Context: an optimization exercise on an open-source flow, tuned for small area and a short achievable clock period. The choices shown serve that exercise and are no tape-out recipe.
Function was checked by simulation only, so behaviour that the tests miss may differ from the original.
Power is estimated from default activity; no workload was simulated.

==> flow/design.v (excerpt) <==
module safety_periph_top #(
  parameter safety_periph_pkg::addr_t PeriphBaseAddr  = 32'h0020_0000,
  parameter int unsigned              NumExtIrqs      = 16,
  parameter int unsigned              NumBusErrBits   = 2,
  parameter int unsigned              NumOutstanding  = 2,
  parameter int unsigned              NumStoredErrors = 8
) (
  input  logic                                clk_i,
  input  logic                                rst_n_i,
  input  logic                                s_awvalid_i,
  output logic                                s_awready_o,
  input  safety_periph_pkg::addr_t            s_awaddr_i,
  input  logic                                s_wvalid_i,
  output logic                                s_wready_o,
  input  safety_periph_pkg::data_t            s_wdata_i,
  input  logic [3:0]                          s_wstrb_i,
  output logic                                s_bvalid_o,
  input  logic                                s_bready_i,
  output logic [1:0]                          s_bresp_o,
  input  logic                                s_arvalid_i,
  output logic                                s_arready_o,
  input  safety_periph_pkg::addr_t            s_araddr_i,
  output logic                                s_rvalid_o,
  input  logic                                s_rready_i,
  output safety_periph_pkg::data_t            s_rdata_o,
  output logic [1:0]                          s_rresp_o,
  input  logic                                instr_req_i,
  input  logic                                instr_gnt_i,
  input  logic                                instr_rvalid_i,
  input  safety_periph_pkg::addr_t            instr_addr_i,
  input  logic [NumBusErrBits-1:0]            instr_err_i,
  input  logic                                data_req_i,
  input  logic                                data_gnt_i,
  input  logic                                data_rvalid_i,
  input  safety_periph_pkg::addr_t            data_addr_i,
  input  logic [NumBusErrBits-1:0]            data_err_i,
  input  logic                                shadow_req_i,
  input  logic                                shadow_gnt_i,
  input  logic                                shadow_rvalid_i,
  input  safety_periph_pkg::addr_t            shadow_addr_i,
  ...
export LEC_CHECK = 0
export ABC_AREA = 1
export CAP_MARGIN = 20
export CORE_MARGIN = 2
export CORE_UTILIZATION = 65
export SLEW_MARGIN = 20
create_clock -name core_clock -period 40.0 [get_ports {clk_i}]
standard.sh (not shown) runs the stock make flow with config.mk's settings and CLKGATE_MAP_FILE= SYNTH_SCRIPT=/design/flow/synth_recipe.tcl, a recipe that flattens the netlist after the stock synthesis.
==> flow/flow/run.sh <==
#!/bin/bash
# Layout: the standard flow (standard.sh, all steps), with two changes to
# how it is made: the port buffers are plain sky130 buf_1 cells, and the
# clock tree is built from clkbuf_8 cells without dummy loads.
# The make output goes to standard.log; each ORFS step keeps its own log
# under orfs/logs.
set -euo pipefail
export BUFFER_PORTS_ARGS="-buffer_cell sky130_fd_sc_hd__buf_1"
export CTS_ARGS="-sink_clustering_enable -repair_clock_nets -dont_use_dummy_load -buf_list sky130_fd_sc_hd__clkbuf_8"
bash standard.sh > standard.log 2>&1
Rerun with:
==> flow/run.sh (new file) <==
#!/bin/bash
# synth_recipe.tcl (not shown) runs the flow's synth.tcl, then flattens the netlist and writes it again
# the make line also repeats each setting of config.mk as NAME=value (left out here)
make -C /OpenROAD-flow-scripts/flow DESIGN_CONFIG=/design/flow/config.mk WORK_HOME=/design/flow/orfs CLKGATE_MAP_FILE= SYNTH_SCRIPT=/design/flow/synth_recipe.tcl finish
removed: flow/flow/run.sh
removed: flow/standard.sh
Effect: Routed wire length shrinks by 0.48%. Global-route usage falls by 0.27 points. Total power rose by 12%. Via count came out lower by 0.32%. Register-to-register slack improves by 380 ps. Final area rose by 4.9%. Sequential power barely changes. Cell count rose by 0.32%. Non-clock buffer count decreases by 15. Sequential share of layout area shrinks by 3.1 points. Count of clock-buffer cells in the layout is lower by 34.
Rerun with:
==> flow/flow/run.sh (new file) <==
#!/bin/bash
# Layout: the standard flow (standard.sh, all steps) with these changes to
# how it is made, the SDC and its 40 ns clock unchanged:
#  - synthesis is the standard flow's own (flow/synth_area.tcl sources the same ORFS
#    synthesis) except that ABC maps the logic with flow/area.abc, an
#    area-only mapping; registers are mapped before ABC, so they are the
#    standard synthesis's;
#  - the port buffers are plain sky130 buf_1 cells;
#  - the clock tree is built from clkbuf_8 cells without dummy loads;
#  - timing repair works on every path longer than 16.4 ns.
# The make output goes to standard.log; each ORFS step keeps its own log
# under orfs/logs.
set -euo pipefail
work=$(pwd)
export BUFFER_PORTS_ARGS="-buffer_cell sky130_fd_sc_hd__buf_1"
export CTS_ARGS="-sink_clustering_enable -repair_clock_nets -dont_use_dummy_load -buf_list sky130_fd_sc_hd__clkbuf_8"
export SETUP_SLACK_MARGIN=23.6
sed "s#SYNTH_SCRIPT=[^ ]*#SYNTH_SCRIPT=$work/flow/synth_area.tcl#" standard.sh > flow_standard.sh
grep -q "SYNTH_SCRIPT=$work/flow/synth_area.tcl" flow_standard.sh
bash flow_standard.sh > standard.log 2>&1
==> flow/flow/area.abc (new file) <==
strash
&get -n
&st
&dch
&nf -a
&put
topo
==> flow/flow/synth_area.tcl (new file) <==
# The standard flow's synthesis (synth_recipe.tcl) with one change: ABC maps the logic with
# an area-only script (area.abc beside this file) instead of ORFS's abc_area.script.
# Registers are mapped before ABC runs, so they are the standard synthesis's.
set my_abc_script [file join [file dirname [file normalize [info script]]] area.abc]
proc abc {args} {
  set i [lsearch -exact $args -script]
  if {$i >= 0} { lset args [expr {$i + 1}] $::my_abc_script }
  yosys abc {*}$args
}
proc synth {args} { yosys synth -nofsm -noshare {*}$args }
source $::env(SCRIPTS_DIR)/synth.tcl
# left out here: clear keep_hierarchy, flatten, clean up, hide names made inside functions, write 1_2_yosys.v
==> flow/standard.sh (new file) <==
#!/bin/bash
# synth_recipe.tcl (not shown) runs the flow's synth.tcl, then flattens the netlist and writes it again
# the make line also repeats each setting of config.mk as NAME=value (left out here)
make -C /OpenROAD-flow-scripts/flow DESIGN_CONFIG=/design/flow/config.mk WORK_HOME=/design/flow/orfs CLKGATE_MAP_FILE= SYNTH_SCRIPT=/design/flow/synth_recipe.tcl "${@:-finish}"
removed: flow/run.sh
Result:
- The new run completed with no timing, DRC or antenna violations
- setup slack gains 870 ps
- synthesized area shrinks by a few percent
- routed wire length shrinks by a few percent
- global-route usage shrinks by 0.87 points
- clock power shrinks by a quarter to a third
- die area shrinks by a few percent
- clock skew grows by 93 ps
- cell area shrinks by a few percent
- combinational power shrinks by well over a third
- fmax grows by a few percent

## run a
Another version of the RTL of safety_periph_top (not shown whole).
Size in the first run: roughly 3400 cells after synthesis, about 290 I/O pins, about 58000 µm² of cells after synthesis.
## safety_periph_top
module safety_periph_top #(
  parameter safety_periph_pkg::addr_t PeriphBaseAddr  = 32'h0020_0000,
  parameter int unsigned              NumExtIrqs      = 16,
  parameter int unsigned              NumBusErrBits   = 2,
  parameter int unsigned              NumOutstanding  = 2,
  parameter int unsigned              NumStoredErrors = 8
) (
  input  logic                                clk_i,
  input  logic                                rst_n_i,
  input  logic                                s_awvalid_i,
  output logic                                s_awready_o,
  input  safety_periph_pkg::addr_t            s_awaddr_i,
  input  logic                                s_wvalid_i,
  output logic                                s_wready_o,
  input  safety_periph_pkg::data_t            s_wdata_i,
  input  logic [3:0]                          s_wstrb_i,
  output logic                                s_bvalid_o,
  input  logic                                s_bready_i,
  output logic [1:0]                          s_bresp_o,
  input  logic                                s_arvalid_i,
  output logic                                s_arready_o,
  input  safety_periph_pkg::addr_t            s_araddr_i,
  output logic                                s_rvalid_o,
  input  logic                                s_rready_i,
  output safety_periph_pkg::data_t            s_rdata_o,
  output logic [1:0]                          s_rresp_o,
  input  logic                                instr_req_i,
  input  logic                                instr_gnt_i,
  input  logic                                instr_rvalid_i,
  input  safety_periph_pkg::addr_t            instr_addr_i,
  input  logic [NumBusErrBits-1:0]            instr_err_i,
  input  logic                                data_req_i,
  input  logic                                data_gnt_i,
  input  logic                                data_rvalid_i,
  input  safety_periph_pkg::addr_t            data_addr_i,
  input  logic [NumBusErrBits-1:0]            data_err_i,
  input  logic                                shadow_req_i,
  input  logic                                shadow_gnt_i,
  input  logic                                shadow_rvalid_i,
  input  safety_periph_pkg::addr_t            shadow_addr_i,
  input  logic [NumBusErrBits-1:0]            shadow_err_i,
  input  logic [1:0]                          timer_irqs_i,
  input  logic [NumExtIrqs-1:0]               ext_irqs_i,
  output logic                                irq_valid_o,
  input  logic                                irq_ready_i,
  output logic [$clog2(NumExtIrqs+32)-1:0]    irq_id_o,
  output safety_periph_pkg::irq_level_t       irq_level_o
);
clock: 40.0 ns
lec_check: 0
abc_area: 1
cap_margin: 10
core_margin: 2
core_utilization: 65
slew_margin: 10
==> flow/flow/run.sh <==
#!/bin/bash
# Layout: the standard flow (standard.sh, all steps) with these changes to
# how it is made, the SDC and its 40 ns clock unchanged:
#  - synthesis is the standard flow's own (flow/synth_area.tcl sources the same ORFS
#    synthesis) except that ABC maps the logic with flow/area.abc, an
#    area-only mapping (two rounds of choice computation and area
#    mapping after logic restructuring); registers are mapped before ABC, so they are the
#    standard synthesis's;
#  - the port buffers are plain sky130 buf_1 cells;
#  - the clock tree is built from clkbuf_8 cells, in clusters of at most 16
#    sinks within 60 um, without dummy loads;
#  - timing repair works on every path longer than 16.4 ns.
# The make output goes to standard.log; each ORFS step keeps its own log
# under orfs/logs.
set -euo pipefail
work=$(pwd)
export BUFFER_PORTS_ARGS="-buffer_cell sky130_fd_sc_hd__buf_1"
export CTS_ARGS="-sink_clustering_enable -repair_clock_nets -dont_use_dummy_load -buf_list sky130_fd_sc_hd__clkbuf_8 -sink_clustering_size 16 -sink_clustering_max_diameter 60"
export SETUP_SLACK_MARGIN=23.6
sed "s#SYNTH_SCRIPT=[^ ]*#SYNTH_SCRIPT=$work/flow/synth_area.tcl#" standard.sh > flow_standard.sh
grep -q "SYNTH_SCRIPT=$work/flow/synth_area.tcl" flow_standard.sh
bash flow_standard.sh > standard.log 2>&1
==> flow/flow/area.abc <==
strash
&get -n
&st
&syn3
&st
&dch -x
&nf -a -R 1000
&st
&dch -x
&nf -a -R 1000
&put
topo
==> flow/flow/synth_area.tcl <==
# The standard flow's synthesis (synth_recipe.tcl) with one change: ABC maps the logic with
# an area-only script (area.abc beside this file) instead of ORFS's abc_area.script.
# Registers are mapped before ABC runs, so they are the standard synthesis's.
set my_abc_script [file join [file dirname [file normalize [info script]]] area.abc]
proc abc {args} {
  set i [lsearch -exact $args -script]
  if {$i >= 0} { lset args [expr {$i + 1}] $::my_abc_script }
  yosys abc {*}$args
}
proc synth {args} { yosys synth -nofsm -noshare {*}$args }
source $::env(SCRIPTS_DIR)/synth.tcl
# left out here: clear keep_hierarchy, flatten, clean up, hide names made inside functions, write 1_2_yosys.v
Looking at the reports, run a completed the entire flow and the layout it produced met the timing, DRC and antenna checks.
Setup changes, run a to run b
- a change of SLEW_MARGIN from 10 to 20
- a change of CAP_MARGIN from 10 to 20
diff --git a/flow/flow/run.sh b/flow/flow/run.sh
--- a/flow/flow/run.sh
+++ b/flow/flow/run.sh
@@ -5,4 +5,3 @@
 #    synthesis) except that ABC maps the logic with flow/area.abc, an
-#    area-only mapping (two rounds of choice computation and area
-#    mapping after logic restructuring); registers are mapped before ABC, so they are the
+#    area-only mapping; registers are mapped before ABC, so they are the
 #    standard synthesis's;
==> flow/flow/area.abc <==
strash
&get -n
&st
&dch
&nf -a
&put
topo
==> run notes <==
Run b completed every stage of the flow, and the final layout passed the timing, DRC and antenna checks. Run a finished all stages; the layout is clean. As of run b, non-clock buffer count had fallen by a few percent compared to run a. Between run a and run b, the difference in final period utilization is negligible. Of run a and run b, run a shows the lower final layout net count, with run b above it.

[re-timing with driven ports]
No port has a modelled driver above. Below, the same layouts with a new extraction and two added sets of constraints. Step 1 (the two cells are an assumption about what drives the block):
set clk [get_ports {clk_i}]
set_driving_cell -lib_cell sky130_fd_sc_hd__clkbuf_16 $clk
set_driving_cell -lib_cell sky130_fd_sc_hd__buf_2 [delete_from_list [all_inputs] $clk]
Step 2 also shifts input and output timing later by t, the mid clock arrival at the registers, as if the neighbouring blocks saw the same clock. a / b / c = ideal ports / drivers / drivers and shift; a / b = the first two.
run	t (ns)	slack for setup (ns)	worst setup path at the end	worst data-port slew with drivers (ns)
the first run of note 1	0.968	23.017 / 22.982 / 22.982	input to output	0.15
the second run of note 1	0.842	22.249 / 22.216 / 22.216	input to output	0.13
the third run of note 1	0.938	23.121 / 23.053 / 23.556	input to output	0.15
run a	0.877	23.553 / 23.494 / 23.494	input to output	0.11
run b	0.845	23.601 / 23.550 / 23.550	input to output	0.14
After both steps every run listed still meets setup and hold. The setup slack of run a, which loses most, moves by -0.059 ns with the drivers and by -0.059 ns with both steps.
